This design comes from an exercise in tuning for a short achievable clock period and few clock cycles on the open sky130 flow, not from production work.
Only simulation tests tie the RTL to the original design; equivalence was not proved.
The clock input has no modelled driver; a real chip could not lean on it and would need a root buffer or a full tree.
Power and IR drop assume default switching activity.

==> flow/design.v <==
`timescale 1ns/100ps
module exec_unit
#(
	parameter int K       = 0,
	parameter int SLICE_W = 4
)
(
	input  logic                        clk,
	input  logic                        rst_q,
	input  logic                        last_rst,
	input  logic                        in_valid,
	input  logic [8-1:0]    in_sel_a,
	input  logic [8-1:0]    in_sel_b,
	input  logic [8-1:0]    in_sel_d,
	input  logic [$clog2(8)-1:0]       in_rd,
	input  logic                        in_sub,
	input  logic [3:0]                  in_fn,
	input  logic                        in_cin,
	input  logic [16-1:0]      in_imm,
	input  logic [16-1:0]      in_res,
	output logic                        out_valid,
	output logic [8-1:0]    out_sel_a,
	output logic [8-1:0]    out_sel_b,
	output logic [8-1:0]    out_sel_d,
	output logic [$clog2(8)-1:0]       out_rd,
	output logic                        out_sub,
	output logic [3:0]                  out_fn,
	output logic                        out_cin,
	output logic [16-1:0]      out_imm,
	output logic [16-1:0]      out_res
);
	localparam int NUM_REGS = 8;
	localparam int DATA_W   = 16;
	logic [SLICE_W-1:0] arf [NUM_REGS];
	logic [SLICE_W-1:0] a;
	logic [SLICE_W-1:0] b;
	logic [SLICE_W:0]   sum;
	logic [SLICE_W-1:0] res;
	always_comb
	begin
		a = '0;
		b = in_imm[K*SLICE_W +: SLICE_W];
		for (int i = 0; i < NUM_REGS; i++)
		begin
			a = a | (arf[i] & {SLICE_W{in_sel_a[i]}});
			b = b | (arf[i] & {SLICE_W{in_sel_b[i]}});
		end
		b   = b ^ {SLICE_W{in_sub}};
		sum = {1'b0, a} + {1'b0, b} + {{SLICE_W{1'b0}}, in_cin};
		res = ({SLICE_W{in_fn[0]}} & sum[SLICE_W-1:0])
		    | ({SLICE_W{in_fn[1]}} & (a & b))
		    | ({SLICE_W{in_fn[2]}}  & (a | b))
		    | ({SLICE_W{in_fn[3]}} & (a ^ b));
	end
	always_ff @(posedge clk)
	begin
		for (int i = 0; i < NUM_REGS; i++)
		begin
			if (!rst_q)
				arf[i] <= SLICE_W'(DATA_W'(i) >> (K * SLICE_W));
			else if (in_valid && in_sel_d[i])
				arf[i] <= res;
		end
	end
	always_ff @(posedge clk)
	begin
		out_valid <= rst_q & (K < 16 / SLICE_W - 1 || last_rst) & in_valid;
		out_sel_a <= in_sel_a;
		out_sel_b <= in_sel_b;
		out_sel_d <= in_sel_d;
		out_rd    <= in_rd;
		out_sub   <= in_sub;
		out_fn    <= in_fn;
		out_cin   <= sum[SLICE_W];
		out_imm   <= in_imm;
		out_res   <= in_res;
		out_res[K*SLICE_W +: SLICE_W] <= res;
	end
endmodule
`timescale 1ns/100ps
module ooo_core
(
	input  logic                   clk,
	input  logic                   rst_n,
	input  logic                   issue,
	input  logic [3:0]             op,
	input  logic [$clog2(8)-1:0]  rs1,
	input  logic [$clog2(8)-1:0]  rs2,
	input  logic [$clog2(8)-1:0]  rd,
	input  logic [16-1:0] imm,
	output logic                   dispatch_stall,
	output logic                   commit_valid,
	output logic [$clog2(8)-1:0]  commit_rd,
	output logic [16-1:0] commit_data
);
	localparam int NUM_REGS = 8;
	localparam int DATA_W   = 16;
	localparam int REG_W    = $clog2(8);
	localparam int SLICE_W  = 8;
	localparam int NSLICE   = DATA_W / SLICE_W;
	assign dispatch_stall = 1'b0;
	logic rst_q;
	always_ff @(posedge clk)
		rst_q <= rst_n;
	logic              f_valid;
	logic [3:0]        f_op;
	logic [REG_W-1:0]  f_rs1;
	logic [REG_W-1:0]  f_rs2;
	logic [REG_W-1:0]  f_rd;
	logic [DATA_W-1:0] f_imm;
	always_ff @(posedge clk)
	begin
		f_valid <= rst_n & issue;
		f_op    <= op;
		f_rs1   <= rs1;
		f_rs2   <= rs2;
		f_rd    <= rd;
		f_imm   <= imm;
	end
	logic                use_a;
	logic                use_rs2;
	logic                use_imm;
	logic                sub;
	logic [3:0]          fn;
	always_comb
	begin
		use_a   = f_op <= 4'd5;
		use_rs2 = f_op <= 4'd4;
		use_imm = f_op == 4'd5 || f_op == 4'd6;
		sub     = f_op == 4'd1;
		fn      = '0;
		case (f_op)
			4'd2: fn[1] = 1'b1;
			4'd3:  fn[2]  = 1'b1;
			4'd4: fn[3] = 1'b1;
			default: fn[0] = 1'b1;
		endcase
	end
	logic                d_valid;
	logic [NUM_REGS-1:0] d_sel_a;
	logic [NUM_REGS-1:0] d_sel_b;
	logic [NUM_REGS-1:0] d_sel_d;
	logic [REG_W-1:0]    d_rd;
	logic                d_sub;
	logic [3:0]          d_fn;
	logic [DATA_W-1:0]   d_imm;
	always_ff @(posedge clk)
	begin
		d_valid <= rst_q & f_valid;
		for (int i = 0; i < NUM_REGS; i++)
		begin
			d_sel_a[i] <= use_a   && f_rs1 == REG_W'(i);
			d_sel_b[i] <= use_rs2 && f_rs2 == REG_W'(i);
			d_sel_d[i] <= f_rd == REG_W'(i);
		end
		d_rd  <= f_rd;
		d_sub <= sub;
		d_fn  <= fn;
		d_imm <= use_imm ? f_imm : '0;
	end
	logic [NSLICE:0]                    e_valid;
	logic [NSLICE:0][NUM_REGS-1:0]      e_sel_a;
	logic [NSLICE:0][NUM_REGS-1:0]      e_sel_b;
	logic [NSLICE:0][NUM_REGS-1:0]      e_sel_d;
	logic [NSLICE:0][REG_W-1:0]         e_rd;
	logic [NSLICE:0]                    e_sub;
	logic [NSLICE:0][3:0]               e_fn;
	logic [NSLICE:0]                    e_cin;
	logic [NSLICE:0][DATA_W-1:0]        e_imm;
	logic [NSLICE:0][DATA_W-1:0]        e_res;
	assign e_valid[0] = d_valid;
	assign e_sel_a[0] = d_sel_a;
	assign e_sel_b[0] = d_sel_b;
	assign e_sel_d[0] = d_sel_d;
	assign e_rd[0]    = d_rd;
	assign e_sub[0]   = d_sub;
	assign e_fn[0]    = d_fn;
	assign e_cin[0]   = d_sub;
	assign e_imm[0]   = d_imm;
	assign e_res[0]   = '0;
	for (genvar k = 0; k < NSLICE; k++)
	begin : g_slice
		exec_unit #(.K(k), .SLICE_W(SLICE_W)) u_exec
		(
			.clk       (clk),
			.rst_q     (rst_q),
			.last_rst  (rst_n),
			.in_valid  (e_valid[k]),
			.in_sel_a  (e_sel_a[k]),
			.in_sel_b  (e_sel_b[k]),
			.in_sel_d  (e_sel_d[k]),
			.in_rd     (e_rd[k]),
			.in_sub    (e_sub[k]),
			.in_fn     (e_fn[k]),
			.in_cin    (e_cin[k]),
			.in_imm    (e_imm[k]),
			.in_res    (e_res[k]),
			.out_valid (e_valid[k+1]),
			.out_sel_a (e_sel_a[k+1]),
			.out_sel_b (e_sel_b[k+1]),
			.out_sel_d (e_sel_d[k+1]),
			.out_rd    (e_rd[k+1]),
			.out_sub   (e_sub[k+1]),
			.out_fn    (e_fn[k+1]),
			.out_cin   (e_cin[k+1]),
			.out_imm   (e_imm[k+1]),
			.out_res   (e_res[k+1])
		);
	end
	assign commit_valid = e_valid[NSLICE];
	assign commit_rd    = e_rd[NSLICE];
	assign commit_data  = e_res[NSLICE];
endmodule
clock: 14.0 ns
lec_check: 0
abc_clock_period_in_ps: 3000
cap_margin: 20
core_margin: 2
core_utilization: 40
place_density: 0.6
slew_margin: 20
standard.sh (not shown) runs the stock make flow with config.mk's settings and CLKGATE_MAP_FILE= SYNTH_SCRIPT=/design/flow/synth_recipe.tcl, a recipe that flattens the netlist after the stock synthesis.
==> flow/flow/run.sh <==
#!/bin/bash
set -euo pipefail
here=$(pwd)
bash standard.sh \
  SETUP_SLACK_MARGIN=${MARGIN:-10.9} \
  POST_CTS_TCL=$here/flow/post_cts.tcl \
  CLOCK_ROOTS=4 CLOCK_LEAVES=${LEAVES:-28} \
  CLOCK_ROOT_CELL=inv_16 CLOCK_LEAF_CELL=inv_8 \
  finish > standard_flow.log 2>&1
Other scripts of this flow, unchanged in this note and not shown: flow/flow/post_cts.tcl
Testbench counts at the start, summed over its fixed seeds: cycles 24,032.
Rerun with:
--- a/flow/design.v
+++ b/flow/design.v
@@ -93,13 +93,13 @@
 	output logic [$clog2(8)-1:0]  commit_rd,
 	output logic [16-1:0] commit_data
 );
 	localparam int NUM_REGS = 8;
 	localparam int DATA_W   = 16;
 	localparam int REG_W    = $clog2(8);
-	localparam int SLICE_W  = 8;
+	localparam int SLICE_W  = 4;
 	localparam int NSLICE   = DATA_W / SLICE_W;
 	assign dispatch_stall = 1'b0;
 	logic rst_q;
 	always_ff @(posedge clk)
 		rst_q <= rst_n;
 	logic              f_valid;
The changed run went through all stages and came out clean; maximum frequency went down slightly; clock skew is about the same; die area went up by about a fifth; setup slack degrades by 0.017 ns; total power went up by a quarter to a third; sequential power went up by a quarter to a third; wire length went down by a few percent; design area went up by about a fifth; final cell count went up by roughly a tenth; hold slack degrades by 0.0083 ns; via count went up by a few percent; sequential share of layout area went up by 7.4 points.
Testbench counts after the change, summed over its fixed seeds: cycles 24,048.
In every run of this note, the design's own scripts or RTL, not TritonCTS, make the clock network.

==> what the ideal ports hide <==
The results above use ideal ports. As a check the final layouts listed here were re-extracted and re-timed, cells and wires unchanged. Step 1: set_driving_cell puts a clkbuf_16 on clk and a buf_2 on each other input, an assumption about the parent block. Step 2 also shifts input and output timing later by t, the mid clock arrival at the registers, as if the neighbouring blocks saw the same clock. a / b / c = no drivers / after step 1 / after step 2; a / b = the first two.
| run | t (ns) | slack for setup (ns) | worst hold slack (ns) | clock arrival spread, ns | slew at the worst register clock pin (ns) |
|---|---|---|---|---|---|
| the first run | 0.348 | 10.633 / 10.421 / 10.679 | 0.319 / 0.320 / 0.320 | 0.019 / 0.019 | 0.07 / 0.07 |
| the second run | 0.350 | 10.616 / 10.412 / 10.761 | 0.311 / 0.312 / 0.312 | 0.018 / 0.019 | 0.08 / 0.08 |
After both steps every run listed still meets setup and hold.
